Context: an optimization exercise on an open-source flow, tuned for small area and a short achievable clock period. The choices shown serve that exercise and are no tape-out recipe.
At most, simulation tests tie the RTL to the original design; equivalence was not proved.
Only the layout flow was run in run 1; the RTL was not checked for function there.
No activity file was given, so power comes from the tool's default toggle rates.

File: flow/standard.sh
#!/bin/bash
# synth_recipe.tcl (not shown) runs the flow's synth.tcl, then flattens the netlist and writes it again
# the make line also repeats each setting of config.mk as NAME=value (left out here)
make -C /OpenROAD-flow-scripts/flow DESIGN_CONFIG=/design/flow/config.mk WORK_HOME=/design/flow/orfs CLKGATE_MAP_FILE= SYNTH_SCRIPT=/design/flow/synth_recipe.tcl "${@:-finish}"
File: flow/flow/extra.txt
BUFFER_PORTS_ARGS=-buffer_cell sky130_fd_sc_hd__buf_2
File: flow/flow/run.sh
#!/bin/bash
# Standard layout (the standard.sh), with timing repair aiming a few ns below the clock
# period (flow/margin.txt, passed as SETUP_SLACK_MARGIN) and any extra ORFS make variables
# listed one per line in flow/extra.txt. The whole output goes to standard_flow.log here.
set -euo pipefail
cd "$(dirname "$0")/.."
MARGIN=$(cat flow/margin.txt)
ARGS=()
if [[ -f flow/extra.txt ]]; then
  while IFS= read -r line; do
    [[ -n "$line" ]] && ARGS+=("$line")
  done < flow/extra.txt
fi
bash standard.sh "SETUP_SLACK_MARGIN=$MARGIN" "${ARGS[@]}" finish > standard_flow.log 2>&1
File: flow/design.v
`timescale 1ns/1ps
module divTop (
    input  logic        clk,
    input  logic        arstN,
    input  logic        inValid,
    input  logic [15:0] dividend,
    input  logic [15:0] divisor,
    output logic        outValid,
    output logic [15:0] quotient,
    output logic [15:0] remainder,
    output logic        err
);
    logic [14:0] am_c, dm_c;
    logic        neg_c, err_c;
    assign am_c  = dividend[15] ? (~dividend[14:0] + 15'd1) : dividend[14:0];
    assign dm_c  = divisor[15] ? (~divisor[14:0] + 15'd1) : divisor[14:0];
    assign neg_c = dividend[15] ^ divisor[15];
    assign err_c = (dividend == 16'h8000) || (divisor[14:0] == 15'd0);
    logic [0:0] s0;
    assign s0 = am_c[14];
    logic [1:0] t0;
    assign t0 = {1'b0, s0} - {1'b0, dm_c[0:0]};
    logic qb0;
    assign qb0 = ~t0[1] & (dm_c[14:1] == 14'd0);
    logic [0:0] r0;
    assign r0 = qb0 ? t0[0:0] : s0;
    logic [0:0] qs0;
    assign qs0 = qb0;
    logic [13:0] ar_1;
    assign ar_1 = am_c[13:0];
    logic v_1;
    always_ff @(posedge clk or negedge arstN)
        if (!arstN) v_1 <= 1'b0;
        else        v_1 <= inValid;
    logic [14:0] d_1;
    logic [13:0] a_1;
    logic [0:0] q_1;
    logic [0:0] r_1;
    logic [0:0] neg_1;
    logic [0:0] err_1;
    always_ff @(posedge clk) begin
        d_1 <= dm_c;
        a_1 <= ar_1;
        q_1 <= qs0;
        r_1 <= r0;
        neg_1 <= neg_c;
        err_1 <= err_c;
    end
    logic [1:0] s1;
    assign s1 = {r_1, a_1[13]};
    logic [2:0] t1;
    assign t1 = {1'b0, s1} - {1'b0, d_1[1:0]};
    logic qb1;
    assign qb1 = ~t1[2] & (d_1[14:2] == 13'd0);
    logic [1:0] r1;
    assign r1 = qb1 ? t1[1:0] : s1;
    logic [1:0] qs1;
    assign qs1 = {q_1, qb1};
    logic [2:0] s2;
    assign s2 = {r1, a_1[12]};
    logic [3:0] t2;
    assign t2 = {1'b0, s2} - {1'b0, d_1[2:0]};
    logic qb2;
    assign qb2 = ~t2[3] & (d_1[14:3] == 12'd0);
    logic [2:0] r2;
    assign r2 = qb2 ? t2[2:0] : s2;
    logic [2:0] qs2;
    assign qs2 = {qs1, qb2};
    logic [3:0] s3;
    assign s3 = {r2, a_1[11]};
    logic [4:0] t3;
    assign t3 = {1'b0, s3} - {1'b0, d_1[3:0]};
    logic qb3;
    assign qb3 = ~t3[4] & (d_1[14:4] == 11'd0);
    logic [3:0] r3;
    assign r3 = qb3 ? t3[3:0] : s3;
    logic [3:0] qs3;
    assign qs3 = {qs2, qb3};
    logic [10:0] ar_2;
    assign ar_2 = a_1[10:0];
    logic v_2;
    always_ff @(posedge clk or negedge arstN)
        if (!arstN) v_2 <= 1'b0;
        else        v_2 <= v_1;
    logic [14:0] d_2;
    logic [10:0] a_2;
    logic [3:0] q_2;
    logic [3:0] r_2;
    logic [0:0] neg_2;
    logic [0:0] err_2;
    always_ff @(posedge clk) begin
        d_2 <= d_1;
        a_2 <= ar_2;
        q_2 <= qs3;
        r_2 <= r3;
        neg_2 <= neg_1;
        err_2 <= err_1;
    end
    logic [4:0] s4;
    assign s4 = {r_2, a_2[10]};
    logic [5:0] t4;
    assign t4 = {1'b0, s4} - {1'b0, d_2[4:0]};
    logic qb4;
    assign qb4 = ~t4[5] & (d_2[14:5] == 10'd0);
    logic [4:0] r4;
    assign r4 = qb4 ? t4[4:0] : s4;
    logic [4:0] qs4;
    assign qs4 = {q_2, qb4};
    logic [5:0] s5;
    assign s5 = {r4, a_2[9]};
    logic [6:0] t5;
    assign t5 = {1'b0, s5} - {1'b0, d_2[5:0]};
    logic qb5;
    assign qb5 = ~t5[6] & (d_2[14:6] == 9'd0);
    logic [5:0] r5;
    assign r5 = qb5 ? t5[5:0] : s5;
    logic [5:0] qs5;
    assign qs5 = {qs4, qb5};
    logic [8:0] ar_3;
    assign ar_3 = a_2[8:0];
    logic v_3;
    always_ff @(posedge clk or negedge arstN)
        if (!arstN) v_3 <= 1'b0;
        else        v_3 <= v_2;
    logic [14:0] d_3;
    logic [8:0] a_3;
    logic [5:0] q_3;
    logic [5:0] r_3;
    logic [0:0] neg_3;
    logic [0:0] err_3;
    always_ff @(posedge clk) begin
        d_3 <= d_2;
        a_3 <= ar_3;
        q_3 <= qs5;
        r_3 <= r5;
        neg_3 <= neg_2;
        err_3 <= err_2;
    end
    logic [6:0] s6;
    assign s6 = {r_3, a_3[8]};
    logic [7:0] t6;
    assign t6 = {1'b0, s6} - {1'b0, d_3[6:0]};
    logic qb6;
    assign qb6 = ~t6[7] & (d_3[14:7] == 8'd0);
    logic [6:0] r6;
    assign r6 = qb6 ? t6[6:0] : s6;
    logic [6:0] qs6;
    assign qs6 = {q_3, qb6};
    logic [7:0] s7;
    assign s7 = {r6, a_3[7]};
    logic [8:0] t7;
    assign t7 = {1'b0, s7} - {1'b0, d_3[7:0]};
    logic qb7;
    assign qb7 = ~t7[8] & (d_3[14:8] == 7'd0);
    logic [7:0] r7;
    assign r7 = qb7 ? t7[7:0] : s7;
    logic [7:0] qs7;
    assign qs7 = {qs6, qb7};
    logic [6:0] ar_4;
    assign ar_4 = a_3[6:0];
    logic v_4;
    always_ff @(posedge clk or negedge arstN)
        if (!arstN) v_4 <= 1'b0;
        else        v_4 <= v_3;
    logic [14:0] d_4;
    logic [6:0] a_4;
    logic [7:0] q_4;
    logic [7:0] r_4;
    logic [0:0] neg_4;
    logic [0:0] err_4;
    always_ff @(posedge clk) begin
        d_4 <= d_3;
        a_4 <= ar_4;
        q_4 <= qs7;
        r_4 <= r7;
        neg_4 <= neg_3;
        err_4 <= err_3;
    end
    logic [8:0] s8;
    assign s8 = {r_4, a_4[6]};
    logic [9:0] t8;
    assign t8 = {1'b0, s8} - {1'b0, d_4[8:0]};
    logic qb8;
    assign qb8 = ~t8[9] & (d_4[14:9] == 6'd0);
    logic [8:0] r8;
    assign r8 = qb8 ? t8[8:0] : s8;
    logic [8:0] qs8;
    assign qs8 = {q_4, qb8};
    logic [9:0] s9;
    assign s9 = {r8, a_4[5]};
    logic [10:0] t9;
    assign t9 = {1'b0, s9} - {1'b0, d_4[9:0]};
    logic qb9;
    assign qb9 = ~t9[10] & (d_4[14:10] == 5'd0);
    logic [9:0] r9;
    assign r9 = qb9 ? t9[9:0] : s9;
    logic [9:0] qs9;
    assign qs9 = {qs8, qb9};
    logic [4:0] ar_5;
    assign ar_5 = a_4[4:0];
    logic v_5;
    always_ff @(posedge clk or negedge arstN)
        if (!arstN) v_5 <= 1'b0;
        else        v_5 <= v_4;
    logic [14:0] d_5;
    logic [4:0] a_5;
    logic [9:0] q_5;
    logic [9:0] r_5;
    logic [0:0] neg_5;
    logic [0:0] err_5;
    always_ff @(posedge clk) begin
        d_5 <= d_4;
        a_5 <= ar_5;
        q_5 <= qs9;
        r_5 <= r9;
        neg_5 <= neg_4;
        err_5 <= err_4;
    end
    logic [10:0] s10;
    assign s10 = {r_5, a_5[4]};
    logic [11:0] t10;
    assign t10 = {1'b0, s10} - {1'b0, d_5[10:0]};
    logic qb10;
    assign qb10 = ~t10[11] & (d_5[14:11] == 4'd0);
    logic [10:0] r10;
    assign r10 = qb10 ? t10[10:0] : s10;
    logic [10:0] qs10;
    assign qs10 = {q_5, qb10};
    logic [11:0] s11;
    assign s11 = {r10, a_5[3]};
    logic [12:0] t11;
    assign t11 = {1'b0, s11} - {1'b0, d_5[11:0]};
    logic qb11;
    assign qb11 = ~t11[12] & (d_5[14:12] == 3'd0);
    logic [11:0] r11;
    assign r11 = qb11 ? t11[11:0] : s11;
    logic [11:0] qs11;
    assign qs11 = {qs10, qb11};
    logic [2:0] ar_6;
    assign ar_6 = a_5[2:0];
    logic v_6;
    always_ff @(posedge clk or negedge arstN)
        if (!arstN) v_6 <= 1'b0;
        else        v_6 <= v_5;
    logic [14:0] d_6;
    logic [2:0] a_6;
    logic [11:0] q_6;
    logic [11:0] r_6;
    logic [0:0] neg_6;
    logic [0:0] err_6;
    always_ff @(posedge clk) begin
        d_6 <= d_5;
        a_6 <= ar_6;
        q_6 <= qs11;
        r_6 <= r11;
        neg_6 <= neg_5;
        err_6 <= err_5;
    end
    logic [12:0] s12;
    assign s12 = {r_6, a_6[2]};
    logic [13:0] t12;
    assign t12 = {1'b0, s12} - {1'b0, d_6[12:0]};
    logic qb12;
    assign qb12 = ~t12[13] & (d_6[14:13] == 2'd0);
    logic [12:0] r12;
    assign r12 = qb12 ? t12[12:0] : s12;
    logic [12:0] qs12;
    assign qs12 = {q_6, qb12};
    logic [13:0] s13;
    assign s13 = {r12, a_6[1]};
    logic [14:0] t13;
    assign t13 = {1'b0, s13} - {1'b0, d_6[13:0]};
    logic qb13;
    assign qb13 = ~t13[14] & (d_6[14:14] == 1'd0);
    logic [13:0] r13;
    assign r13 = qb13 ? t13[13:0] : s13;
    logic [13:0] qs13;
    assign qs13 = {qs12, qb13};
    logic [0:0] ar_7;
    assign ar_7 = a_6[0:0];
    logic v_7;
    always_ff @(posedge clk or negedge arstN)
        if (!arstN) v_7 <= 1'b0;
        else        v_7 <= v_6;
    logic [14:0] d_7;
    logic [0:0] a_7;
    logic [13:0] q_7;
    logic [13:0] r_7;
    logic [0:0] neg_7;
    logic [0:0] err_7;
    always_ff @(posedge clk) begin
        d_7 <= d_6;
        a_7 <= ar_7;
        q_7 <= qs13;
        r_7 <= r13;
        neg_7 <= neg_6;
        err_7 <= err_6;
    end
    logic [14:0] s14;
    assign s14 = {r_7, a_7[0]};
    logic [15:0] t14;
    assign t14 = {1'b0, s14} - {1'b0, d_7[14:0]};
    logic qb14;
    assign qb14 = ~t14[15];
    logic [14:0] r14;
    assign r14 = qb14 ? t14[14:0] : s14;
    logic [14:0] qs14;
    assign qs14 = {q_7, qb14};
    logic [15:0] qo_c;
    assign qo_c = neg_7 ? (16'd0 - {1'b0, qs14}) : {1'b0, qs14};
    logic v_8;
    always_ff @(posedge clk or negedge arstN)
        if (!arstN) v_8 <= 1'b0;
        else        v_8 <= v_7;
    logic [15:0] qo_8;
    logic [14:0] r_8;
    logic [0:0] err_8;
    always_ff @(posedge clk) begin
        qo_8 <= qo_c;
        r_8 <= r14;
        err_8 <= err_7;
    end
    assign outValid  = v_8;
    assign quotient  = qo_8;
    assign remainder = {1'b0, r_8};
    assign err       = err_8;
endmodule
File: flow/constraint.sdc
create_clock -name core_clock -period 11.0 [get_ports {clk}]
set_input_delay 2.2000 -clock core_clock [delete_from_list [all_inputs] [get_ports {clk}]]
set_output_delay 2.2000 -clock core_clock [all_outputs]
set_load 0.01 [all_outputs]
File: flow/flow/margin.txt
7.5
File: flow/config.mk
export PLATFORM = sky130hd
export DESIGN_NAME = divTop
export DESIGN_NICKNAME = divTop
export VERILOG_FILES = /design/flow/design.v
export SDC_FILE = /design/flow/constraint.sdc
export NUM_CORES = 4
export LEC_CHECK = 0
export ABC_AREA = 1
export CAP_MARGIN = 20
export CORE_MARGIN = 2
export CORE_UTILIZATION = 40
export CTS_BUF_LIST = sky130_fd_sc_hd__clkbuf_16
export CTS_CLUSTER_DIAMETER = 150
export CTS_CLUSTER_SIZE = 25
export SLEW_MARGIN = 20
==> notes.md, run 1 <==
NetSw=1.25 mW; Setup Skew=21.4 ps; Initial Utilization=40.7%; ys async rst share=2.51%; final setup TNS=0 ps; pre-CTS WS=6490 ps; share of cells above drive strength 1=15.9%; ys flop type=dfxtp_1; final wirelength=34000 µm; vias in the first global route=11500; H-tree depth=1; DP Wirelength=26000 µm; Num CTS Buffers=16; Chip Width=197 µm; MaxCap Viol Count=0; I/O pin total=69; crit end category=register; Post-synth top cells=nand2_1 (456), dfxtp_1 (311), inv_1 (258); first-pass GRT wire length=54600 µm; final setup fails=0; die footprint=0.0388 mm²; post-synth cell types=51; remaining antenna violation count=0; Hold-fix buffers, CTS=0; final net count=2136; Critical Path Fanout Max=2; Sw Ratio=36.6%; CTS root buffer=clkbuf_16; GPL Wtd Cong=0.863; Hold/Removal Path Class=register to register; CORE AREA=0.0366 mm²; Internal Power=2.17 mW; RSZ-0062 raised after global routing=yes; DRT iter0 DRCs=544; top cell type's share of synthesized area=41.8%; number of flops mapped to enable cells by yosys=0; register share of total power=41.2%; final worst slack=7130 ps; Synth area leader=dfxtp_1; ANT cells=0; # rows=70; crit start category=input pin; largest net degree at the start of global routing=30; Avg Inst Size Synth=8.07 µm²; initial antenna violation count=0; vias per cell=4.77; Synth Instances=1847; min-delay src=q_6[1]; Worst-Skew Late Latency=520 ps; # DRC=0; Clk pwr share=18.1%; RR Startpoint=d_6[2]; Comb power frac=40.7%; Max VDD drop=0.0964 mV; Tcrit/Tclk final=35.2%; outcome=timing/DRC/antenna clean; CTS tree=done; Ys Warns=1; fin. max-slew vios=0; synth top area cells=dfxtp_1 (42%), nand2_1 (11%), ha_1 (10%); CP Data Required Time=11410 ps; clock-pin slew on the worst setup and hold paths=100 ps; Syn Std Cell Area=0.0149 mm²; highest clock rate=0.259 GHz; #FFs+latches synth=319; # fillers=3540; PwrDens=197 mW/mm²; crit path launch=dividend[0]; minimum clock period=3870 ps; Fin. Hold Viols=0; static leakage=8.53 nW; Die Ht=197 µm; port bufs=67; total iterations of the first detailed-routing run=5; WS Path Type=input pin to register; worst slew pin tran=831 ps; Vias=11600; Seq/Total Area, Yosys=43.1%; gr ovfl total=0; post-DR wirelength/cell=14.0 µm; Net Count, Synth=2018; arrival time at the worst endpoint=4280 ps; GRT Util Overall=17.2%; area grow syn2layout=16.7%; Max Root-Sink Buffers=3; top-count cell post-synth=nand2_1; Rel. slew slack=44.2%; CTS sink cnt=319
==> kinds of logic after synthesis <==
family                     after synthesis  synth area share [%]
adders and majority gates              136                  12.1
other                                    1                0.0252
DFF                                    319                  43.1
AOI/OAI and AO/OA                      209                  7.99
xor gates and xnor gates               104                  6.11
buffers and inverters                  288                  7.79
and+or+nand+nor                        790                  22.8
==> final cells by class <==
class                           count  area (µm²)  share of cell area (%)
Timing Repair Buffer              114         744                    4.28
Multi-Input combinational cell   1243        8090                    46.5
Clock inverter                      3        28.8                   0.166
Clock buffer                       16         400                    2.30
Tap cell                          468         586                    3.37
Inverter                          269        1060                    6.12
Timing Repair inverter              2        20.0                   0.115
Sequential cell                   319        6450                    37.1
==> power by group through the flow <==
| stage | clock network [mW] | logic, mW | registers (mW) |
|---|---|---|---|
| 2_1_floorplan | 0 | 0.934 | 1.43 |
| 3_3_place_gp | 0 | 1.21 | 1.43 |
| 3_5_place_dp | 0 | 1.22 | 1.43 |
| 4_1_cts | 0.648 | 1.29 | 1.41 |
| 5_1_grt | 0.683 | 1.57 | 1.43 |
| 6_report | 0.619 | 1.39 | 1.41 |
==> per-layer routing <==
metal	vias up	track usage, %	wire [µm]
li1	6095	-	-
met1	5275	20.4	15000
met2	193	32.4	17200
met3	57	1.60	768
met4	0	5.18	1050
met5	-	0	0
==> placed cells by master (no fill, tap or decap), types with 17 or more instances in the layout <==
| master | synthesis | routed |
|---|---|---|
| nand3_1 | 123 | 118 |
| xnor2_1 | 40 | 40 |
| dfxtp_1 | 311 | 299 |
| buf_4 | 2 | 42 |
| and2_1 | 35 | 31 |
| inv_1 | 258 | 245 |
| o21ai_0 | 62 | 55 |
| nor2_1 | 105 | 96 |
| buf_2 | 7 | 65 |
| ha_4 | 0 | 34 |
| xor2_1 | 64 | 64 |
| a21oi_1 | 82 | 71 |
| nand2_1 | 456 | 439 |
| ha_1 | 122 | 87 |
| o21ai_2 | 11 | 17 |
| nand2_2 | 12 | 23 |
==> final timing paths <==
kind                          end  depth (start not counted)  slack, ps
min in group asynchronous     v_1                          1       1500
setup / recovery              r_1                         21       7130
hold reg to reg            q_7[3]                          0        320
setup reg to reg           r_7[1]                         21       7650
hold / removal             q_7[3]                          0        320
max in group asynchronous     v_8                          1       9340
==> per-stage QoR <==
stage                     hold slack [ps]  instance area [µm²]  util (%)  power [mW]  cells
final                                 323                17400      47.5        3.42   2434
after global routing                  329                17400      47.5        3.68   2434
after CTS                             322                16700      45.5        3.34   2415
after detailed placement              312                15700      42.9        2.66   2363
after global placement                310                15700      42.9        2.64   2363
after floorplan                       310                14900         -        2.36   1847
==> timing repair <==
| item | 4_1_cts | 5_1_grt |
|---|---|---|
| buffers inserted | 30 | 17 |
| resized for setup | 59 | 118 |
| cloned | 3 | 2 |
| setup endpoints to repair | 48 | 62 |
| pin swaps | 18 | 32 |
==> registers in the layout, summed over array words and instances (netlist names), 7 cells and up <==
signal and flops:
qo_8 16, d_1 15, d_2 15, d_3 15, d_4 15, d_5 15, d_6 15, d_7 15
r_8 15, a_1 14, q_7 14, r_7 14, q_6 12, r_6 12, a_2 11, q_5 10
r_5 10, a_3 9, q_4 8, r_4 8, a_4 7
==> worst max-delay path, stage by stage <==
cell	delay [ps]
buf_8	100
inv_6	50
ha_4	140
nand3_4	80
nor2_4	90
nand4_1	150
nor2_2	190
nand3b_1	120
nand2_1	80
nand2_1	60
nand2_2	80
inv_2	50
ha_4	150
a21oi_2	110
nand3_1	80
nor2_1	120
nand3_1	100
nor2_1	90
nand3_1	90
nand2_1	70
nand2_1	40
==> run 2, diff against run 1 <==
--- a/flow/design.v
+++ b/flow/design.v
@@ -17,14 +17,10 @@
     assign neg_c = dividend[15] ^ divisor[15];
     assign err_c = (dividend == 16'h8000) || (divisor[14:0] == 15'd0);
-    logic [0:0] s0;
-    assign s0 = am_c[14];
-    logic [1:0] t0;
-    assign t0 = {1'b0, s0} - {1'b0, dm_c[0:0]};
-    logic qb0;
-    assign qb0 = ~t0[1] & (dm_c[14:1] == 14'd0);
-    logic [0:0] r0;
-    assign r0 = qb0 ? t0[0:0] : s0;
-    logic [0:0] qs0;
-    assign qs0 = qb0;
+    logic am14_c, dOne_c;
+    assign am14_c = dividend[15] ? (~dividend[14] ^ (dividend[13:0] == 14'd0)) : dividend[14];
+    assign dOne_c = (divisor == 16'h0001) || (divisor == 16'hffff);
+    logic [0:0] qs0, r0;
+    assign qs0 = am14_c & dOne_c;
+    assign r0  = am14_c & ~dOne_c;
     logic [13:0] ar_1;
     assign ar_1 = am_c[13:0];
@@ -308,5 +304,11 @@
     assign qs14 = {q_7, qb14};
     logic [15:0] qo_c;
-    assign qo_c = neg_7 ? (16'd0 - {1'b0, qs14}) : {1'b0, qs14};
+    logic [15:0] z_c;
+    assign z_c[0] = 1'b0;
+    genvar gz;
+    for (gz = 1; gz < 16; gz++) begin : gZ
+        assign z_c[gz] = |qs14[gz-1:0];
+    end
+    assign qo_c = {1'b0, qs14} ^ ({16{neg_7}} & z_c);
     logic v_8;
     always_ff @(posedge clk or negedge arstN)
==> notes.md, run 2 <==
outcome=timing/DRC/antenna clean; Chip Width=200 µm; NetSw=1.31 mW; Vias=12000; Avg Inst Size Synth=7.85 µm²; I/O pin total=69; Post-synth top cells=nand2_1 (503), dfxtp_1 (311), inv_1 (295); Hold/Removal Path Class=register to register; Area after DPL=0.0162 mm²; Synth area leader=dfxtp_1; Synth Instances=1959; Clk pwr share=18.0%; ys flop type=dfxtp_1; area grow syn2layout=11.1%; largest register by flop count=qo_8; initial antenna violation count=0; #FFs+latches synth=319; final setup TNS=0 ps; worst slew pin tran=999 ps; vias per cell=4.72; Tcrit/Tclk final=29.8%; clock-pin slew on the worst setup and hold paths=120 ps; GRT Util Overall=17.3%; ANT cells=0; Final Power=3.48 mW; highest clock rate=0.305 GHz; top cell type's share of synthesized area=40.5%; commonest non-fill, non-tap cells in the layout=nand2_1 (498), dfxtp_1 (296), inv_1 (291); number of flops mapped to enable cells by yosys=0; die footprint=0.0400 mm²; DP Wirelength=28200 µm; static leakage=8.69 nW; Ys Warns=1; Critical Path Fanout Max=15; gr ovfl total=0; Internal Power=2.16 mW; CTS sink cnt=319; ys async rst share=2.51%; # rows=71; minimum clock period=3280 ps; crit start category=register; Rel. slew slack=32.8%; top-count cell post-synth=nand2_1; Initial Utilization=40.7%; final wirelength=34200 µm; final setup fails=0; MaxCap Viol Count=0; crit end category=register; Sw Ratio=37.8%; Setup Skew=24.7 ps; Worst-Skew Late Latency=510 ps; DRT iter0 DRCs=567; Fin. Hold Viols=0; arrival time at the worst endpoint=3660 ps; CP Data Required Time=11380 ps; # DRC=0; Comb power frac=40.9%; final net count=2208; H-tree depth=1; CTS tree=done; Final Util=45.3%; Num CTS Buffers=16; remaining antenna violation count=0; Syn Std Cell Area=0.0154 mm²; final worst slack=7720 ps; Largest register FFs=16; Hold-fix buffers, CTS=0; Max Root-Sink Buffers=3; RSZ-0062 raised after global routing=no; Die Ht=200 µm; largest net degree at the start of global routing=27; vias in the first global route=11600; Max VDD drop=0.0894 mV; fin area=0.0171 mm²; pre-CTS WS=7300 ps; Seq/Total Area, Yosys=41.8%; register share of total power=41.1%; port bufs=67; CTS root buffer=clkbuf_16; post-synth cell types=49; commonest non-fill, non-tap cell in the layout=nand2_1; Net Count, Synth=2130; synth top area cells=dfxtp_1 (40%), nand2_1 (12%), ha_1 (9.9%); first-pass GRT wire length=56100 µm; CORE AREA=0.0378 mm²; GPL Wtd Cong=0.909; WS Path Type=register to register; post-DR wirelength/cell=13.4 µm; fin. max-slew vios=0; PwrDens=204 mW/mm²; share of cells above drive strength 1=10.1%; total iterations of the first detailed-routing run=5
[run 2: final cells by class]
class	count	area, µm²
inverters	304	1160
flip-flops and latches	319	6450
well taps	511	639
clock inverters	2	12.5
clock buffers	17	425
fillers	3717	20700
repair buffers	74	413
multi-input cells	1322	7990
[run 2: power by group through the flow]
stage | clock (mW) | sequential (mW) | combinational (mW)
6_report | 0.624 | 1.43 | 1.42
5_1_grt | 0.698 | 1.45 | 1.63
4_1_cts | 0.652 | 1.43 | 1.38
3_5_place_dp | 0 | 1.46 | 1.36
3_3_place_gp | 0 | 1.45 | 1.35
2_1_floorplan | 0 | 1.44 | 1.03
[run 2: final timing paths]
check / slack (ps) / cells past startpoint / from / end
worst max-delay path: 7720 / 18 / d_6[0] / r_7[12]
worst min-delay path: 320 / 0 / a_5[0] / a_6[0]
worst max register to register: 7720 / 18 / d_6[0] / r_7[12]
worst min register to register: 320 / 0 / a_5[0] / a_6[0]
max in group asynchronous: 9310 / 1 / arstN / v_1
min in group asynchronous: 1540 / 1 / arstN / v_8
[run 2: per-stage QoR]
stage                     hold WS, ps  cells
final                             323   2549
after global routing              335   2549
after CTS                         329   2542
after detailed placement          312   2520
after global placement            309   2520
after floorplan                   310   1959
[run 2: worst max-delay path: stages, from the launching register on]
cell      delay [ps]
dfxtp_1          360
ha_1             230
fa_1             470
nand3b_1         240
nand3_1          100
nand2_1           50
nand2_1          110
nand2_2           70
and2_1           150
ha_1             340
inv_1             90
o21bai_1         160
nand3_1          120
nand4_1           90
nand2_1          110
inv_2            100
nand2_4          120
nand3_1          170
nand2_1           70
[run 2: cell families after synthesis]
kind of cell             count (synthesis)  synth area share [%]
flip-flops                             319                  41.8
AND/OR/NAND/NOR                        915                  26.4
XOR/XNOR                                94                  5.35
buffers and inverters                  321                  8.35
AO/OA/AOI/OAI                          173                  6.28
adder cells (fa/ha/maj)                136                  11.8
other                                    1                0.0244
[run 2: timing repair]
action,4_1_cts,5_1_grt
buffers inserted,3,4
setup endpoints to repair,26,53
pin swaps,1,4
resized for setup,12,66
cloned,0,3
[run 2: metal layers]
layer / vias to the layer above / GRT usage (%) / part of all wire, %
li1: 6354 / - / -
met1: 5388 / 21.8 / 46
met2: 224 / 31.1 / 47
met3: 66 / 1.70 / 3.3
met4: 0 / 5.76 / 3.5
met5: - / 0 / 0
==> run 3, diff against run 2 <==
==> flow/flow/margin.txt (replaced) <==
6.5
==> notes.md, run 3 <==
outcome=timing/DRC/antenna clean; arrival time at the worst endpoint=4060 ps; Critical Path Fanout Max=16; CORE AREA=0.0378 mm²; minimum clock period=3630 ps; area grow syn2layout=8.29%; Internal Power=2.13 mW; first-pass GRT wire length=56000 µm; Sw Ratio=37.7%; crit end category=register; port bufs=67; commonest non-fill, non-tap cells in the layout=nand2_1 (503), dfxtp_1 (311), inv_1 (296); final setup fails=0; H-tree depth=1; post-synth cell types=49; CTS tree=done; CTS root buffer=clkbuf_16; # fillers=3775; total iterations of the first detailed-routing run=5; Vias=11900; final worst slack=7370 ps; RSZ-0062 raised after global routing=no; NetSw=1.29 mW; pre-CTS WS=7300 ps; MaxCap Viol Count=0; top-count cell post-synth=nand2_1; Hold-fix buffers, CTS=0; Die Ht=200 µm; CP Data Required Time=11430 ps; Post-synth top cells=nand2_1 (503), dfxtp_1 (311), inv_1 (295); vias in the first global route=11600; initial antenna violation count=0; synth top area cells=dfxtp_1 (40%), nand2_1 (12%), ha_1 (9.9%); largest net degree at the start of global routing=27; largest register by flop count=qo_8; die footprint=0.0400 mm²; post-CTS sizing=0; ys flop type=dfxtp_1; static leakage=8.60 nW; highest clock rate=0.276 GHz; Final Power=3.41 mW; GPL Wtd Cong=0.909; final net count=2198; final wirelength=33700 µm; crit start category=register; DP Wirelength=28200 µm; # DRC=0; worst slew pin tran=999 ps; Avg Inst Size Synth=7.85 µm²; commonest non-fill, non-tap cell in the layout=nand2_1; post-DR wirelength/cell=13.3 µm; Synth area leader=dfxtp_1; Hold/Removal Path Class=register to register; DRT iter0 DRCs=559; ys async rst share=2.51%; setup bufs post-CTS=0; final setup TNS=0 ps; CP cell instances=ha_1 > fa_1 > o21ai_0 > nand3_1 > nand2_1 > nand2_1 > nand2_1 > nand2_1 > and2_1 > ha_1 > inv_1 > nor3_1 > nand3_1 > nand4_1 > nand2_2 > inv_1 > nand2_1 > nand2_1; number of flops mapped to enable cells by yosys=0; Num CTS Buffers=16; Seq/Total Area, Yosys=41.8%; WS Path Type=register to register; Ys Warns=1; Chip Width=200 µm; Largest register FFs=16; Clk pwr share=18.3%; fin. max-slew vios=0; most used cell, CP=nand2_1; #FFs+latches synth=319; Setup Skew=22.3 ps; CTS sink cnt=319; I/O pin total=69; register share of total power=41.7%; Comb power frac=40.0%; Max Root-Sink Buffers=3; remaining antenna violation count=0; Syn Std Cell Area=0.0154 mm²; vias per cell=4.69; Tcrit/Tclk final=33.0%; Fin. Hold Viols=0; Critical-path top delay cell=o21ai_0; Max VDD drop=0.0897 mV; clock-pin slew on the worst setup and hold paths=110 ps; top cell type's share of synthesized area=40.5%; Worst-Skew Late Latency=500 ps; Rel. slew slack=33.4%; gr ovfl total=0; Initial Utilization=40.7%; ANT cells=0; # rows=71; CP peak stage delay=430 ps; Net Count, Synth=2130; share of cells above drive strength 1=6.95%; Synth Instances=1959; GRT Util Overall=17.3%; PwrDens=205 mW/mm²
run 3: logic make-up after synthesis:
kind of cell	count (synthesis)	synth area share, %
and+or+nand+nor	915	26.4
buffers and inverters	321	8.35
DFF	319	41.8
AOI/OAI and AO/OA	173	6.28
adders and majority gates	136	11.8
xor gates and xnor gates	94	5.35
other	1	0.0244
run 3: power by group through the flow:
stage / registers (mW) / logic (mW) / clock network (mW)
detailed placement: 1.46 / 1.36 / 0
floorplan: 1.44 / 1.03 / 0
global placement: 1.45 / 1.35 / 0
global route: 1.44 / 1.57 / 0.698
CTS: 1.43 / 1.37 / 0.652
finish: 1.42 / 1.37 / 0.623
run 3: metal layers:
layer	GRT usage, %	up-vias	part of all wire [%]
li1	-	6322	-
met3	1.70	65	2.9
met1	21.8	5317	46
met2	31.1	216	47
met4	5.82	0	3.5
met5	0	-	0
run 3: critical path, delay by kind of cell, from the launching register on:
kind	cells	cell delay, ps
compound gates	1	430
fa+ha+maj	3	970
buf+inv	2	350
flops	1	360
simple gates	12	1460
run 3: worst paths after layout:
kind | slack [ps] | to | start | cells after the start
setup / recovery | 7370 | r_5[1] | d_4[0] | 18
hold / removal | 330 | a_6[0] | a_5[0] | 0
min in group asynchronous | 1530 | v_8 | arstN | 1
setup reg to reg | 7370 | r_5[1] | d_4[0] | 18
hold reg to reg | 330 | a_6[0] | a_5[0] | 0
max in group asynchronous | 9310 | v_1 | arstN | 1
run 3: cell type report:
| class | count | area, µm² | share of cell area (%) |
|---|---|---|---|
| Multi-Input combinational cell | 1319 | 7660 | 46.0 |
| Sequential cell | 319 | 6430 | 38.6 |
| Inverter | 304 | 1150 | 6.88 |
| Tap cell | 511 | 639 | 3.84 |
| Clock buffer | 17 | 425 | 2.56 |
| Timing Repair Buffer | 67 | 335 | 2.01 |
| Clock inverter | 2 | 12.5 | 0.0751 |
run 3: stage by stage:
| stage | utilization, % | cell area, µm² | hold slack, ps | cells |
|---|---|---|---|---|
| detailed placement | 42.9 | 16200 | 312 | 2520 |
| global placement | 42.9 | 16200 | 309 | 2520 |
| global route | 44.1 | 16600 | 335 | 2539 |
| CTS | 44.1 | 16600 | 329 | 2539 |
| finish | 44.1 | 16600 | 326 | 2539 |
| floorplan | - | 15400 | 310 | 1959 |
==> run 4, diff against run 3 <==
==> flow/flow/margin.txt (replaced) <==
7.2
==> notes.md, run 4 <==
Vias=11900; static leakage=8.64 nW; worst slew pin tran=999 ps; final wirelength=33700 µm; final setup fails=0; top-count cell post-synth=nand2_1; worst setup path endpoint=r_7[12]; I/O pin total=69; Syn Std Cell Area=0.0154 mm²; ANT cells=0; RR Startpoint=d_6[0]; vias in the first global route=11600; DP Wirelength=28200 µm; CORE AREA=0.0378 mm²; Rel. slew slack=33.4%; post-DR wirelength/cell=13.3 µm; synth top area cells=dfxtp_1 (40%), nand2_1 (12%), ha_1 (9.9%); crit end category=register; CTS tree=done; Synth Instances=1959; first-pass GRT wire length=56000 µm; Ys Warns=1; Fin. Hold Viols=0; r2r worst-path depth=18; Die Ht=200 µm; commonest non-fill, non-tap cell in the layout=nand2_1; initial antenna violation count=0; top cell type's share of synthesized area=40.5%; register share of total power=41.6%; final net count=2198; CP Data Required Time=11440 ps; arrival time at the worst endpoint=3930 ps; Setup Skew=22.1 ps; DRT iter0 DRCs=517; Clk pwr share=18.2%; Sw Ratio=37.7%; Max VDD drop=0.0897 mV; final setup TNS=0 ps; Worst-Skew Late Latency=500 ps; Hold/Removal Path Class=register to register; H-tree depth=1; largest register by flop count=qo_8; Tcrit/Tclk final=31.7%; final cell count without fillers=2539; post-synth cell types=49; Largest register FFs=16; die footprint=0.0400 mm²; CTS sink cnt=319; gr ovfl total=0; Critical Path Fanout Max=15; # rows=71; outcome=timing/DRC/antenna clean; Net Count, Synth=2130; MaxCap Viol Count=0; vias per cell=4.70; Max Root-Sink Buffers=3; remaining antenna violation count=0; PwrDens=205 mW/mm²; Synth area leader=dfxtp_1; Seq/Total Area, Yosys=41.8%; minimum clock period=3490 ps; CTS root buffer=clkbuf_16; # fillers=3773; Num CTS Buffers=16; area grow syn2layout=8.53%; Worst R2R Setup Slack=7510 ps; worst r2r dst=r_7[12]; NetSw=1.29 mW; Initial Utilization=40.7%; ys async rst share=2.51%; fin. max-slew vios=0; clock-pin slew on the worst setup and hold paths=110 ps; GRT Util Overall=17.3%; # DRC=0; largest net degree at the start of global routing=27; highest clock rate=0.286 GHz; share of cells above drive strength 1=7.15%; number of flops mapped to enable cells by yosys=0; register area=0.00643 mm²; Comb power frac=40.1%; crit start category=register; multi-input logic area=0.00770 mm²; #FFs+latches synth=319; GPL Wtd Cong=0.909; Hold-fix buffers, CTS=0; Internal Power=2.13 mW; WS Path Type=register to register; crit path launch=d_6[0]; commonest non-fill, non-tap cells in the layout=nand2_1 (502), dfxtp_1 (310), inv_1 (295); port bufs=67; min-delay src=a_5[0]; placed instance count=2520; total iterations of the first detailed-routing run=5; Chip Width=200 µm; Avg Inst Size Synth=7.85 µm²; RSZ-0062 raised after global routing=no; ys flop type=dfxtp_1; Post-synth top cells=nand2_1 (503), dfxtp_1 (311), inv_1 (295)
[run 4: cell counts after synthesis]
No cell type changed its count.
[run 4: worst min path at each step]
stage / endpoint / slack, ps / cells after the start
floorplan: a_2[0] / 310 / 0
global placement: q_5[5] / 310 / 0
detailed placement: a_3[8] / 310 / 0
CTS: a_6[0] / 330 / 0
global route: q_4[5] / 340 / 0
finish: a_6[0] / 330 / 0
[run 4: per-stage QoR]
stage | hold slack, ps | util (%) | area [µm²] | power [mW] | setup WS, ps
final | 326 | 44.2 | 16700 | 3.42 | 7510
after floorplan | 310 | - | 15400 | 2.48 | 7650
after detailed placement | 312 | 42.9 | 16200 | 2.82 | 7300
after global routing | 335 | 44.2 | 16700 | 3.72 | 7200
after CTS | 329 | 44.1 | 16600 | 3.45 | 7330
after global placement | 309 | 42.9 | 16200 | 2.81 | 7280
[run 4: area by class of cell]
type,count,area share [%]
timing repair buffer,67,2.01
tap,511,3.83
multi-input combinational,1319,46.1
clock buffer,17,2.55
clock inverter,2,0.0750
sequential,319,38.5
inverter,304,6.87
[run 4: repair_timing]
action | CTS | global route
endpoints found under the setup margin | 0 | 34
gates resized for setup | 0 | 11
setup buffers | 0 | 0
[run 4: logic make-up (layout without fill, tap and decap cells)]
family	count (synthesis)	count (layout)	share of synthesized area [%]
other	1	1	0.0244
flip-flops	319	319	41.8
XOR/XNOR	94	94	5.35
buffers and inverters	321	390	8.35
adder cells (fa/ha/maj)	136	136	11.8
AND/OR/NAND/NOR	915	915	26.4
AO/OA/AOI/OAI	173	173	6.28
[run 4: power by group through the flow]
stage                     clock [mW]  combinational (mW)  sequential, mW
after floorplan                    0                1.03            1.44
after global placement             0                1.35            1.45
after detailed placement           0                1.36            1.46
after CTS                      0.652                1.37            1.43
after global routing           0.698                1.58            1.45
final                          0.623                1.37            1.42
[run 4: critical path: stages, from the launching register on]
cell,delay [ps]
dfxtp_1,360
ha_1,230
fa_1,440
o21bai_1,360
nand2_1,130
nand2_1,80
nand2_1,40
nand2_1,80
nand2_1,70
and2_1,150
ha_1,350
a21o_1,200
nand2_1,60
nand2_1,60
nor2_1,220
nand2_1,150
nand2_4,190
nand3_1,160
nand2_1,90
[run 4: metal layers]
metal / vias to the layer above / part of all wire, % / GRT usage (%) / wire length, µm
met5: - / 0 / 0 / 0
met4: 0 / 3.4 / 5.82 / 1140
met2: 229 / 48 / 31.1 / 16000
met1: 5331 / 46 / 21.8 / 15400
met3: 63 / 3.3 / 1.70 / 1130
li1: 6321 / - / - / -
==> run 5, diff against run 4 <==
==> flow/flow/margin.txt (replaced) <==
8.1
==> notes.md, run 5 <==
CP Data Required Time=11400 ps; Syn Std Cell Area=0.0154 mm²; Area after DPL=0.0164 mm²; area grow syn2layout=34.8%; static leakage=9.90 nW; highest clock rate=0.312 GHz; PwrDens=198 mW/mm²; ys async rst share=2.51%; WS Path Type=register to register; port bufs=67; final cell count without fillers=2681; clock-pin slew on the worst setup and hold paths=90 ps; Worst-Skew Late Latency=520 ps; Critical Path Fanout Max=7; initial antenna violation count=0; Crit path buffers/inverters=14; post-DR wirelength/cell=15.4 µm; vias per cell=4.87; Fin. Hold Viols=0; Initial Utilization=40.7%; Net Count, Synth=2130; vias in the first global route=12600; Chip Width=200 µm; CTS root buffer=clkbuf_16; gr ovfl total=0; minimum clock period=3210 ps; number of flops mapped to enable cells by yosys=0; outcome=timing/DRC/antenna clean; DP Wirelength=29200 µm; family with the most delay on the worst path=buffers and inverters; H-tree depth=1; Synth area leader=dfxtp_1; first-pass GRT wire length=62900 µm; commonest non-fill, non-tap cell in the layout=nand2_1; total iterations of the first detailed-routing run=5; final wirelength=41200 µm; # fillers=3300; Tcrit/Tclk final=29.2%; CORE AREA=0.0378 mm²; ys flop type=dfxtp_1; commonest non-fill, non-tap cells in the layout=nand2_1 (399), dfxtp_1 (239), inv_1 (237); top-count cell post-synth=nand2_1; final setup TNS=0 ps; CTS tree=done; MaxCap Viol Count=0; fin area=0.0207 mm²; most used cell, CP=buf_4; Final Power=4.10 mW; Setup Skew=27.2 ps; DRT iter0 DRCs=624; Critical-path top delay cell=dfxtp_2; Seq/Total Area, Yosys=41.8%; Post-synth top cells=nand2_1 (503), dfxtp_1 (311), inv_1 (295); CP cell instances=inv_4 > ha_4 > nand2_4 > nor3_4 > and2_4 > nand2_4 > nand2_4 > nand2_8 > clkinv_8 > buf_4 > nand2_4 > buf_6 > buf_4 > buf_4 > buf_4 > buf_4 > buf_4 > buf_4 > buf_6 > buf_6 > buf_6 > buf_6 > nand3_2 > nand2_2; crit start category=register; crit end category=register; Hold/Removal Path Class=register to register; CTS sink cnt=319; Avg Inst Size Synth=7.85 µm²; GPL Wtd Cong=0.940; Ys Warns=1; CP peak stage delay=370 ps; remaining antenna violation count=0; Vias=13000; #FFs+latches synth=319; Num CTS Buffers=16; final worst slack=7790 ps; arrival time at the worst endpoint=3610 ps; Largest register FFs=16; worst slew pin tran=1340 ps; ANT cells=0; # DRC=0; largest register by flop count=qo_8; post-synth cell types=49; final net count=2340; fin. max-slew vios=0; Die Ht=200 µm; # rows=71; pre-CTS WS=7310 ps; RR Startpoint=d_6[9]; synth top area cells=dfxtp_1 (40%), nand2_1 (12%), ha_1 (9.9%); die footprint=0.0400 mm²; Max VDD drop=0.0919 mV; top cell type's share of synthesized area=40.5%; min-delay src=a_3[6]; share of cells above drive strength 1=35.3%; largest net degree at the start of global routing=27; final setup fails=0; RSZ-0062 raised after global routing=yes; Rel. slew slack=9.89%; placed instance count=2520; multi-input logic area=0.0102 mm²; crit path launch=d_6[9]; GRT Util Overall=19.8%; I/O pin total=69; register area=0.00655 mm²; Max Root-Sink Buffers=3; Synth Instances=1959
run 5: cell counts after synthesis:
Identical to the previous run, type by type.
run 5: timing repair:
| item | 4_1_cts | 5_1_grt |
|---|---|---|
| gates resized for setup | 392 | 278 |
| setup endpoints to repair | 97 | 97 |
| buffers inserted | 91 | 39 |
| pin swaps | 117 | 128 |
| gates cloned | 10 | 2 |
| hold buffers | 0 | 0 |
run 5: layer usage:
metal	wire, µm	global-route usage, %	vias up
met1	17800	24.8	6035
met5	0	0	-
met2	20300	34.9	280
met3	1380	2.00	102
met4	1800	7.79	0
li1	-	-	6627
run 5: final timing paths:
| kind | to | slack [ps] | depth (start not counted) |
|---|---|---|---|
| min in group asynchronous | v_7 | 1520 | 1 |
| worst min register to register | a_4[6] | 330 | 0 |
| max in group asynchronous | v_2 | 9320 | 1 |
| worst max register to register | r_7[11] | 7790 | 24 |
| worst min-delay path | a_4[6] | 330 | 0 |
| worst max-delay path | r_7[11] | 7790 | 24 |
run 5: stage by stage:
step	hold WS (ps)	util, %
floorplan	310	-
finish	327	54.9
detailed placement	312	43.5
global route	337	54.9
global placement	310	43.5
CTS	330	51.2
run 5: area by class of cell:
cell class / count / area share [%]
multi-input combinational: 1329 / 49.2
clock inverter: 2 / 0.0604
inverter: 304 / 6.09
timing repair inverter: 1 / 0.0785
sequential: 319 / 31.6
clock buffer: 17 / 2.05
tap: 511 / 3.08
timing repair buffer: 198 / 7.87
run 5: report_power, final:
part           total (mW)  internal, mW  switching (mW)
Combinational        2.01         0.878            1.13
Clock               0.627         0.279           0.347
Sequential           1.46          1.35           0.113
Total                4.10          2.50            1.59
run 5: logic make-up (layout without fill, tap and decap cells):
family | Yosys count | in the layout | share of synthesized area (%)
compound gates | 173 | 173 | 6.28
flops | 319 | 319 | 41.8
other cells | 1 | 1 | 0.0244
simple gates | 915 | 925 | 26.4
xor+xnor | 94 | 94 | 5.35
buf+inv | 321 | 522 | 8.35
fa+ha+maj | 136 | 136 | 11.8
==> run 6, diff against run 5 <==
==> flow/flow/margin.txt (replaced) <==
7.8
==> notes.md, run 6 <==
outcome=timing/DRC/antenna clean; minimum clock period=3200 ps; CP Data Required Time=8800 ps; H-tree depth=1; Syn Std Cell Area=0.0154 mm²; commonest non-fill, non-tap cell in the layout=nand2_1; Max VDD drop=0.0982 mV; share of cells above drive strength 1=21.0%; Worst-Skew Late Latency=520 ps; top cell type's share of synthesized area=40.5%; vias in the first global route=11800; synth top area cells=dfxtp_1 (40%), nand2_1 (12%), ha_1 (9.9%); GPL Wtd Cong=0.942; Internal Power=2.33 mW; Chip Width=200 µm; initial antenna violation count=0; CORE AREA=0.0378 mm²; port bufs=67; Critical Path Fanout Max=1; Die Ht=200 µm; Final Power=3.77 mW; ANT cells=0; CP cell instances=buf_6; Hold/Removal Path Class=register to register; Largest register FFs=16; Clk pwr share=17.4%; Hold WS=320 ps; Rel. slew slack=25.1%; top-count cell post-synth=nand2_1; gr ovfl total=0; NetSw=1.44 mW; Ys Warns=1; crit end category=primary output; register share of total power=38.3%; RSZ-0062 raised after global routing=yes; final worst slack=7800 ps; Critical-path top delay cell=dfrtp_1; fin. max-slew vios=0; Net Count, Synth=2130; Avg Inst Size Synth=7.85 µm²; CTS sink cnt=319; # rows=71; PwrDens=203 mW/mm²; Vias=12600; arrival time at the worst endpoint=1000 ps; final setup fails=0; Synth Instances=1959; family with the most delay on the worst path=flip-flops; post-DR wirelength/cell=14.5 µm; final cell count without fillers=2591; total iterations of the first detailed-routing run=5; number of flops mapped to enable cells by yosys=0; Hold-fix buffers, CTS=0; Seq/Total Area, Yosys=41.8%; #FFs+latches synth=319; die footprint=0.0400 mm²; Synth area leader=dfxtp_1; Comb power frac=44.2%; final wirelength=37600 µm; Fin. Hold Viols=0; static leakage=9.08 nW; ys flop type=dfxtp_1; Sw Ratio=38.2%; DP Wirelength=28600 µm; MaxCap Viol Count=0; GRT Util Overall=17.8%; commonest non-fill, non-tap cells in the layout=nand2_1 (470), dfxtp_1 (272), inv_1 (260); final net count=2249; Tcrit/Tclk final=29.1%; post-synth cell types=49; WS Path Type=register to primary output; pre-CTS WS=7310 ps; placed instance count=2520; vias per cell=4.85; largest register by flop count=qo_8; # DRC=0; Initial Utilization=40.7%; first-pass GRT wire length=57000 µm; largest net degree at the start of global routing=27; Max Root-Sink Buffers=3; worst slew pin tran=1120 ps; DRT iter0 DRCs=671; Crit path buffers/inverters=1; final setup TNS=0 ps; # fillers=3602; clock-pin slew on the worst setup and hold paths=90 ps; Setup Skew=30.4 ps; Num CTS Buffers=16; CTS tree=done; CP peak stage delay=380 ps; crit start category=register; highest clock rate=0.312 GHz; area grow syn2layout=20.7%; CTS root buffer=clkbuf_16; ys async rst share=2.51%; Post-synth top cells=nand2_1 (503), dfxtp_1 (311), inv_1 (295); remaining antenna violation count=0; I/O pin total=69
==> run 6: worst paths after layout <==
check                      startpoint        to  slack (ps)  depth (start not counted)
setup / recovery                  v_8  outValid        7800                          1
hold / removal                  neg_4     neg_5         320                          0
setup reg to reg               d_5[3]    r_6[8]        7810                         19
hold reg to reg                 neg_4     neg_5         320                          0
max in group asynchronous       arstN       v_2        9330                          1
min in group asynchronous       arstN       v_8        1520                          1
==> run 6: routing by layer <==
metal	vias up	GRT usage (%)	wire, µm
met5	-	0	0
met1	5782	21.2	16300
li1	6424	-	-
met2	287	32.4	18400
met4	0	7.11	1650
met3	82	2.07	1320
==> run 6: per-stage QoR <==
| stage | utilization (%) | instance area (µm²) |
|---|---|---|
| detailed placement | 43.0 | 16200 |
| global route | 49.2 | 18600 |
| finish | 49.2 | 18600 |
| CTS | 45.7 | 17300 |
| global placement | 43.0 | 16200 |
| floorplan | - | 15400 |
==> run 6: kinds of logic (layout without fill, tap and decap cells) <==
kind of cell | after synthesis | after routing | share of synthesized area, %
other | 1 | 1 | 0.0244
DFF | 319 | 319 | 41.8
AOI/OAI and AO/OA | 173 | 173 | 6.28
and+or+nand+nor | 915 | 922 | 26.4
buffers and inverters | 321 | 435 | 8.35
adders and majority gates | 136 | 136 | 11.8
xor gates and xnor gates | 94 | 94 | 5.35
==> run 6: cell type report <==
type                            instances  area, µm²  area share (%)
Timing Repair Buffer                  110        719            3.88
Inverter                              304       1190            6.39
Clock inverter                          3       37.5           0.202
Multi-Input combinational cell       1326       9050            48.8
Tap cell                              511        639            3.44
Clock buffer                           17        425            2.29
Sequential cell                       319       6490            35.0
Timing Repair inverter                  1       8.76          0.0472
==> run 6: timing repair <==
| item | in CTS | in global routing |
|---|---|---|
| resized for setup | 89 | 237 |
| endpoints found under the setup margin | 56 | 60 |
| cloned | 4 | 5 |
| buffers inserted | 8 | 34 |
| pin swaps | 13 | 73 |
| endpoints found under the hold margin | 0 | 0 |
==> run 6: power by group through the flow <==
stage	logic (mW)	clock network, mW	registers, mW
after floorplan	1.03	0	1.44
after CTS	1.46	0.681	1.44
final	1.67	0.657	1.44
after global routing	1.87	0.721	1.46
after global placement	1.36	0	1.45
after detailed placement	1.36	0	1.46
==> run 7, diff against run 6 <==
==> flow/flow/margin.txt (replaced) <==
7.35
==> notes.md, run 7 <==
commonest non-fill, non-tap cells in the layout=nand2_1 (501), dfxtp_1 (309), inv_1 (294); Rel. slew slack=33.7%; ys flop type=dfxtp_1; mux contribution to synthesized area=0%; RSZ-0062 raised after global routing=yes; CORE AREA=0.0378 mm²; Critical Path Fanout Max=15; largest register by flop count=qo_8; fin. max-slew vios=0; DP Wirelength=28200 µm; vias in the first global route=11600; I/O pin total=69; Worst R2R Setup Slack=7610 ps; PwrDens=205 mW/mm²; highest clock rate=0.295 GHz; Num CTS Buffers=16; Chip Width=200 µm; # rows=71; top-count cell post-synth=nand2_1; adder-cell share of the synthesized area=11.8%; register area=0.00643 mm²; Avg Inst Size Synth=7.85 µm²; initial antenna violation count=0; Syn Std Cell Area=0.0154 mm²; Hold/Removal Path Class=register to register; min-delay src=a_5[0]; DRT iter0 DRCs=555; H-tree depth=1; post-DR wirelength/cell=13.3 µm; Initial Utilization=40.7%; CP Data Required Time=11380 ps; crit start category=register; Post-synth top cells=nand2_1 (503), dfxtp_1 (311), inv_1 (295); gr ovfl total=0; Synth Instances=1959; top cell type's share of synthesized area=40.5%; final net count=2201; port bufs=67; remaining antenna violation count=0; CTS tree=done; r2r worst-path depth=21; # fillers=3761; number of flops mapped to enable cells by yosys=0; crit end category=register; vias per cell=4.71; Hold WS=327 ps; GRT Util Overall=17.3%; Fin. Hold Viols=0; Worst-Skew Late Latency=500 ps; gr busiest metal=met2; clock-pin slew on the worst setup and hold paths=110 ps; Net Count, Synth=2130; Synth Area in Simple Gates=26.4%; die footprint=0.0400 mm²; static leakage=8.67 nW; M2 GR Usage=31.1%; XOR/XNOR Fraction of Synth Area=5.35%; synth top area cells=dfxtp_1 (40%), nand2_1 (12%), ha_1 (9.9%); Seq/Total Area, Yosys=41.8%; CTS sink cnt=319; area grow syn2layout=9.16%; Die Ht=200 µm; WS Path Type=register to register; post-synth cell types=49; Max Root-Sink Buffers=3; M3 GR Usage=1.70%; final wirelength=33900 µm; ANT cells=0; minimum clock period=3390 ps; final cell count without fillers=2542; MaxCap Viol Count=0; placed instance count=2520; Vias=12000; GPL Wtd Cong=0.909; worst hold endpoint=a_6[0]; Max VDD drop=0.0903 mV; Hold Path Cell Cnt=0; Ys Warns=1; total iterations of the first detailed-routing run=5; outcome=timing/DRC/antenna clean; multi-input logic area=0.00775 mm²; arrival time at the worst endpoint=3770 ps; Synth area leader=dfxtp_1; GR Util met1=21.8%; commonest non-fill, non-tap cell in the layout=nand2_1; share of cells above drive strength 1=7.73%; Setup Skew=22.3 ps; Tcrit/Tclk final=30.8%; worst slew pin tran=994 ps; # DRC=0; #FFs+latches synth=319; post-synthesis compound-gate area fraction=6.28%; ys async rst share=2.51%; RR Startpoint=d_6[6]; first-pass GRT wire length=56000 µm; Largest register FFs=16; main combinational cell family by area after synthesis=simple AND/OR/NAND/NOR gates; largest net degree at the start of global routing=27; CTS root buffer=clkbuf_16; worst r2r dst=r_7[12]; final setup TNS=0 ps; final setup fails=0
run 7: through the flow:
step / worst slack [ps] / instance area [µm²] / util [%] / total power [mW]
CTS: 7350 / 16700 / 44.1 / 3.45
finish: 7610 / 16800 / 44.5 / 3.44
floorplan: 7650 / 15400 / - / 2.48
detailed placement: 7300 / 16200 / 42.9 / 2.82
global placement: 7280 / 16200 / 42.9 / 2.81
global route: 7320 / 16800 / 44.5 / 3.74
run 7: worst max path at each step:
stage	startpoint	endpoint	slack, ps	cells after the start
floorplan	divisor[1]	d_1[12]	7650	8
CTS	d_4[0]	r_5[2]	7350	16
global route	a_1[13]	r_2[2]	7320	21
finish	d_6[6]	r_7[12]	7610	21
detailed placement	divisor[1]	d_1[12]	7300	9
global placement	divisor[1]	d_1[12]	7280	9
run 7: per-layer routing:
metal | share of wire [%] | up-vias | wire [µm]
li1 | - | 6322 | -
met1 | 46 | 5335 | 15600
met2 | 48 | 242 | 16100
met3 | 3.1 | 63 | 1050
met4 | 3.3 | 0 | 1130
met5 | 0 | - | 0
run 7: critical path: stages (launching register included):
cell and delay, ps:
dfxtp_1 420, inv_1 100, ha_1 360, nand2_1 90, nand2_1 60, nand2_1 60
nand2_1 70, a21oi_1 160, nand2_2 110, nand2_8 130, clkinv_8 110, nand2_2 80
nand2_2 70, fa_1 450, o21ai_2 210, nand2_1 90, nand2_2 80, nand2_2 100
nand2_1 140, nand2_4 140, nand3_1 170, nand2_1 70
run 7: cells by family (layout without fill, tap and decap cells):
kind of cell               after synthesis  in the layout
other                                    1              1
DFF                                    319            319
buffers and inverters                  321            393
adders and majority gates              136            136
xor gates and xnor gates                94             94
AOI/OAI and AO/OA                      173            173
and+or+nand+nor                        915            915
run 7: final cells by class:
type | count | area share, %
multi-input combinational | 1319 | 46.2
sequential | 319 | 38.3
tap | 511 | 3.81
timing repair buffer | 70 | 2.21
clock buffer | 17 | 2.53
clock inverter | 2 | 0.0745
inverter | 304 | 6.89
run 7: timing repair:
item | 4_1_cts | 5_1_grt
setup buffers | 0 | 3
setup endpoints to repair | 3 | 50
cloned | 0 | 0
hold buffers | 0 | 0
hold endpoints to repair | 0 | 0
resized for setup | 1 | 26
run 7: where the power goes:
group,total [mW],switching [mW],internal [mW]
logic,1.39,0.861,0.527
clock network,0.624,0.345,0.279
registers,1.43,0.0917,1.33
==> run 8, diff against run 7 <==
==> flow/flow/margin.txt (replaced) <==
7.65
==> notes.md, run 8 <==
Die Ht=200 µm; first-pass GRT wire length=55800 µm; I/O pin total=69; post-DR wirelength/cell=14.0 µm; Critical Path Fanout Max=8; WS Path Type=register to register; Synth Instances=1959; final wirelength=35900 µm; adder-cell share of the synthesized area=11.8%; vias in the first global route=11300; final setup TNS=0 ps; # rows=71; Hold WS=327 ps; RSZ-0062 raised after global routing=no; Fin. Hold Viols=0; final net count=2221; PwrDens=202 mW/mm²; Worst R2R Setup Slack=7710 ps; Avg Inst Size Synth=7.85 µm²; total iterations of the first detailed-routing run=5; Hold-fix buffers, CTS=0; crit end category=register; Vias=12200; Worst-Skew Late Latency=510 ps; port bufs=67; Hold Path Cell Cnt=0; highest clock rate=0.304 GHz; die footprint=0.0400 mm²; Synth area leader=dfxtp_1; H-tree depth=1; ANT cells=0; Max Root-Sink Buffers=3; final setup fails=0; CTS root buffer=clkbuf_16; post-synth cell types=49; remaining antenna violation count=0; top-count cell post-synth=nand2_1; Synth Area in Simple Gates=26.4%; Syn Std Cell Area=0.0154 mm²; DRT iter0 DRCs=615; crit start category=register; Max VDD drop=0.0892 mV; initial antenna violation count=0; MaxCap Viol Count=0; share of cells above drive strength 1=14.2%; # DRC=0; largest net degree at the start of global routing=27; worst slew pin tran=979 ps; gr ovfl total=0; XOR/XNOR Fraction of Synth Area=5.35%; minimum clock period=3290 ps; clock-pin slew on the worst setup and hold paths=100 ps; Seq/Total Area, Yosys=41.8%; main combinational cell family by area after synthesis=simple AND/OR/NAND/NOR gates; arrival time at the worst endpoint=3680 ps; largest register by flop count=qo_8; fin. max-slew vios=0; CP Data Required Time=11390 ps; Num CTS Buffers=16; commonest non-fill, non-tap cells in the layout=nand2_1 (489), dfxtp_1 (292), inv_1 (284); r2r worst-path depth=22; area grow syn2layout=15.2%; number of flops mapped to enable cells by yosys=0; Rel. slew slack=34.2%; #FFs+latches synth=319; mux contribution to synthesized area=0%; CTS sink cnt=319; Initial Utilization=40.7%; post-synthesis compound-gate area fraction=6.28%; static leakage=8.82 nW; CTS tree=done; outcome=timing/DRC/antenna clean; Top Metal Used=met4; Final Power=3.59 mW; ys async rst share=2.51%; Hold/Removal Path Class=register to register; top cell type's share of synthesized area=40.5%; commonest non-fill, non-tap cell in the layout=nand2_1; Ys Warns=1; Metal-1 WL=16100 µm; wire length on met3=1380 µm; Chip Width=200 µm; vias per cell=4.75; ys flop type=dfxtp_1; synth top area cells=dfxtp_1 (40%), nand2_1 (12%), ha_1 (9.9%); GRT Util Overall=17.5%; Net Count, Synth=2130; Setup Skew=20.0 ps; Post-synth top cells=nand2_1 (503), dfxtp_1 (311), inv_1 (295); Tcrit/Tclk final=29.9%; DP Wirelength=28500 µm; GPL Wtd Cong=0.919; met2 WL=17600 µm; CORE AREA=0.0378 mm²; Largest register FFs=16
[run 8: metal layers]
layer	track usage, %	up-vias
met1	22.0	5494
met2	31.6	260
met4	4.91	0
met3	1.80	47
met5	0	-
li1	-	6372
[run 8: layout make-up]
cell class	instances	area [µm²]
Clock buffer	17	425
Timing Repair inverter	1	8.76
Timing Repair Buffer	84	488
Fill cell	3757	20000
Inverter	304	1160
Clock inverter	2	12.5
Multi-Input combinational cell	1324	8520
Tap cell	511	639
Sequential cell	319	6460
[run 8: path summary, 6_finish.rpt]
kind                              from  endpoint
worst min register to register  a_1[6]    a_2[6]
worst max register to register  d_6[4]   r_7[13]
worst min-delay path            a_1[6]    a_2[6]
max in group asynchronous        arstN       v_1
worst max-delay path            d_6[4]   r_7[13]
min in group asynchronous        arstN       v_6
[run 8: cell families after synthesis]
kind of cell	count (synthesis)
buffers and inverters	321
xor gates and xnor gates	94
adders and majority gates	136
other	1
and+or+nand+nor	915
AOI/OAI and AO/OA	173
DFF	319
[run 8: timing repair]
item,4_1_cts,5_1_grt
resized for setup,39,127
hold endpoints to repair,0,0
gates cloned,1,5
setup buffers,5,12
pin swaps,3,25
setup endpoints to repair,52,53
[run 8: critical path, stage by stage, from the launching register on]
cell      delay [ps]
dfxtp_4          380
inv_1            100
ha_4             300
nand2_1           70
nor2_1           110
nand2_1           70
nand3_2          110
nand2_1          110
nand2_4          120
nand2_8          110
inv_12           120
nand2_2           60
and2_1           170
ha_4             290
inv_1             60
o21bai_1         200
nand3_1          150
nand4_1          120
nand2_2          100
inv_4            100
nand2_4          100
nand3_1          140
nand2_1           70
[run 8: stage by stage]
| stage | utilization [%] | setup slack (ps) | cell area, µm² | std cells |
|---|---|---|---|---|
| 3_3_place_gp | 42.9 | 7340 | 16200 | 2520 |
| 6_report | 46.9 | 7710 | 17700 | 2562 |
| 4_1_cts | 44.6 | 7660 | 16800 | 2545 |
| 2_1_floorplan | - | 7720 | 15400 | 1959 |
| 3_5_place_dp | 42.9 | 7310 | 16200 | 2520 |
| 5_1_grt | 46.9 | 7600 | 17700 | 2562 |
[run 8: report_power, final]
part	internal (mW)	switching (mW)
Clock	0.279	0.350
Combinational	0.606	0.917
Sequential	1.33	0.0988
==> run 9, diff against run 8 <==
==> flow/flow/extra.txt (replaced) <==
BUFFER_PORTS_ARGS=-buffer_cell sky130_fd_sc_hd__buf_2
ADDER_MAP_FILE=
==> flow/flow/margin.txt (replaced) <==
7.5
==> notes.md, run 9 <==
first-pass GRT wire length=61100 µm; I/O pin total=69; Syn Std Cell Area=0.0156 mm²; commonest non-fill, non-tap cells in the layout=nand2_1 (843), dfxtp_1 (309), inv_1 (290); Vias=13700; largest register by flop count=qo_8; Setup Skew=20.0 ps; area grow syn2layout=10.5%; initial antenna violation count=0; outcome=timing/DRC/antenna clean; minimum clock period=3680 ps; min-delay src=q_5[4]; arrival time at the worst endpoint=4120 ps; Avg Inst Size Synth=6.71 µm²; top-count cell post-synth=nand2_1; # fillers=3984; fin. max-slew vios=0; multi-input logic area=0.00794 mm²; crit start category=input pin; GPL Wtd Cong=0.898; die footprint=0.0407 mm²; Post-synth top cells=nand2_1 (848), dfxtp_1 (311), inv_1 (295); total iterations of the first detailed-routing run=5; GRT Util Overall=18.1%; commonest non-fill, non-tap cell in the layout=nand2_1; final setup fails=0; WS Path Type=input pin to register; Max Root-Sink Buffers=3; Initial Utilization=40.4%; DP Wirelength=30100 µm; Net Count, Synth=2364; highest clock rate=0.272 GHz; Num CTS Buffers=16; CTS tree=done; MaxCap Viol Count=0; vias in the first global route=13000; largest net degree at the start of global routing=30; PwrDens=195 mW/mm²; Final Util=44.7%; Chip Width=202 µm; post-DR wirelength/cell=12.6 µm; clock-pin slew on the worst setup and hold paths=90 ps; crit end category=register; remaining antenna violation count=0; Rel. slew slack=49.4%; RSZ-0062 raised after global routing=yes; vias per cell=4.66; Hold/Removal Path Class=register to register; ys flop type=dfxtp_1; Largest register FFs=16; register area=0.00643 mm²; final setup TNS=0 ps; post-synth cell types=50; Hold WS=322 ps; H-tree depth=1; top cell type's share of synthesized area=39.8%; CTS sink cnt=319; Critical Path Fanout Max=2; # DRC=0; gr ovfl total=0; Synth area leader=dfxtp_1; final wirelength=36900 µm; crit path launch=dividend[1]; Tcrit/Tclk final=33.4%; Seq/Total Area, Yosys=41.1%; Synth Instances=2329; port bufs=67; Ys Warns=1; CP Data Required Time=11440 ps; worst r2r dst=r_7[0]; Fin. Hold Viols=0; number of flops mapped to enable cells by yosys=0; CP peak stage delay=270 ps; CP cell instances=buf_8 > nor2_4 > inv_2 > nor2_4 > inv_2 > nor2_4 > inv_2 > buf_4 > buf_4 > buf_4 > buf_4 > buf_4 > buf_4 > buf_4 > o21ai_0 > xor2_1; Critical-path top delay cell=o21ai_0; ys async rst share=2.51%; # rows=72; ANT cells=0; Hold Path Cell Cnt=0; #FFs+latches synth=319; RR Startpoint=d_6[5]; worst slew pin tran=753 ps; Die Ht=202 µm; Worst-Skew Late Latency=510 ps; Max VDD drop=0.0848 mV; share of cells above drive strength 1=12.8%; CORE AREA=0.0386 mm²; most used cell, CP=buf_4; synth top area cells=dfxtp_1 (40%), nand2_1 (20%), inv_1 (7.1%); worst hold endpoint=q_6[6]; Worst R2R Setup Slack=7850 ps; CTS root buffer=clkbuf_16; static leakage=9.27 nW; DRT iter0 DRCs=725; r2r worst-path depth=21; final net count=2456
[run 9: changes by cell type after synthesis, sizes merged, moves of 10 or more]
cell,before,now
ha,122,0
or2,6,16
nand4,34,20
and2,49,3
xor2,49,62
fa,14,0
inv,303,332
nor2,105,211
nand2,531,919
o21ai,65,92
o21bai,12,2
nand3,154,198
a21oi,77,44
[run 9: cell families (layout without fill, tap and decap cells)]
kind of cell | Yosys count | in the layout | share of synthesized area [%]
muxes | 1 | 1 | 0.0640
DFF | 319 | 319 | 41.1
AOI/OAI and AO/OA | 160 | 160 | 5.98
xor gates and xnor gates | 103 | 103 | 5.77
buffers and inverters | 353 | 446 | 8.97
other | 1 | 1 | 0.0240
and+or+nand+nor | 1392 | 1392 | 38.1
[run 9: final cells by class]
| type | count | share of cell area (%) |
|---|---|---|
| clock buffer | 16 | 2.32 |
| clock inverter | 3 | 0.167 |
| inverter | 333 | 7.24 |
| multi-input combinational | 1657 | 46.0 |
| sequential | 319 | 37.2 |
| tap | 518 | 3.75 |
| timing repair buffer | 94 | 3.33 |
[run 9: how the worst max path moves through the flow]
stage	end	slack, ps	cells past startpoint
after CTS	q_1	7380	21
after global placement	q_1	6500	21
after detailed placement	q_1	6510	21
final	a_1[5]	7320	16
after global routing	r_1	7210	21
after floorplan	q_1	7300	20
[run 9: metrics by stage]
| stage | instance area (µm²) | setup slack, ps | cells | total power, mW |
|---|---|---|---|---|
| after detailed placement | 16500 | 6510 | 2896 | 2.77 |
| after global placement | 16500 | 6500 | 2896 | 2.76 |
| after CTS | 17100 | 7380 | 2933 | 3.40 |
| after floorplan | 15600 | 7300 | 2329 | 2.45 |
| final | 17300 | 7320 | 2940 | 3.37 |
| after global routing | 17300 | 7210 | 2940 | 3.65 |
[run 9: what timing repair did]
item	CTS	global route
pin swaps	4	16
buffers inserted	18	7
gates cloned	0	0
gates resized for setup	10	40
setup endpoints to repair	6	43
hold buffers	0	0
[run 9: worst max-delay path, delay by kind of cell]
family / cells / cell delay, ps
buf+inv: 11 / 1140
simple gates: 3 / 330
compound gates: 1 / 270
xor+xnor: 1 / 180
[run 9: power breakdown]
part	switching, mW	leakage, nW	internal, mW
Sequential	0.104	2.69	1.33
Clock	0.355	0.214	0.267
Combinational	0.862	6.36	0.456
[run 9: layer usage]
layer	global-route usage [%]	vias up	share of wire (%)
li1	-	7334	-
met1	22.4	6144	46
met2	33.1	167	49
met3	1.51	57	2.0
met4	6.09	0	3.2
met5	0	-	0

[port drivers added, routing unchanged]
In the flow no input, the clock included, has a driving cell. The finished layouts below were timed again as built, in two steps. Step 1 sets driving cells, clkbuf_16 on the clock port and buf_2 on the other inputs (assumed; they add their load-dependent delay and slew). Step 2 adds t to the input delays and takes it off the output delays; t is the mean of the earliest and latest rising clock arrival at the registers after step 1. Input paths then give back, and output paths get back, about the clock's delay inside the block. a / b / c = ideal / step 1 / step 2; a / b = the first two.
run | t (ns) | setup slack, ns | worst hold slack (ns) | worst data-port slew with drivers (ns) | cell pins on the clock port's net
run 1 | 0.556 | 7.133 / 7.142 / 6.585 | 0.323 / 0.323 / 0.323 | 0.05 | 1
run 2 | 0.544 | 7.720 / 7.720 / 7.322 | 0.323 / 0.323 / 0.323 | 0.04 | 1
run 3 | 0.544 | 7.371 / 7.371 / 7.323 | 0.326 / 0.326 / 0.326 | 0.04 | 1
run 4 | 0.544 | 7.509 / 7.509 / 7.322 | 0.326 / 0.326 / 0.326 | 0.04 | 1
run 5 | 0.554 | 7.793 / 7.751 / 7.560 | 0.327 / 0.327 / 0.327 | 0.05 | 1
run 6 | 0.562 | 7.795 / 7.741 / 7.473 | 0.320 / 0.320 / 0.320 | 0.04 | 1
run 7 | 0.544 | 7.609 / 7.609 / 7.325 | 0.327 / 0.327 / 0.327 | 0.04 | 1
run 8 | 0.550 | 7.710 / 7.710 / 7.356 | 0.327 / 0.327 / 0.327 | 0.05 | 1
run 9 | 0.555 | 7.322 / 7.334 / 6.778 | 0.322 / 0.322 / 0.322 | 0.05 | 1
After both steps setup and hold are still met in every run listed. The setup slack of run 1, which loses most, moves by +0.009 ns with the drivers and by -0.548 ns with both steps.
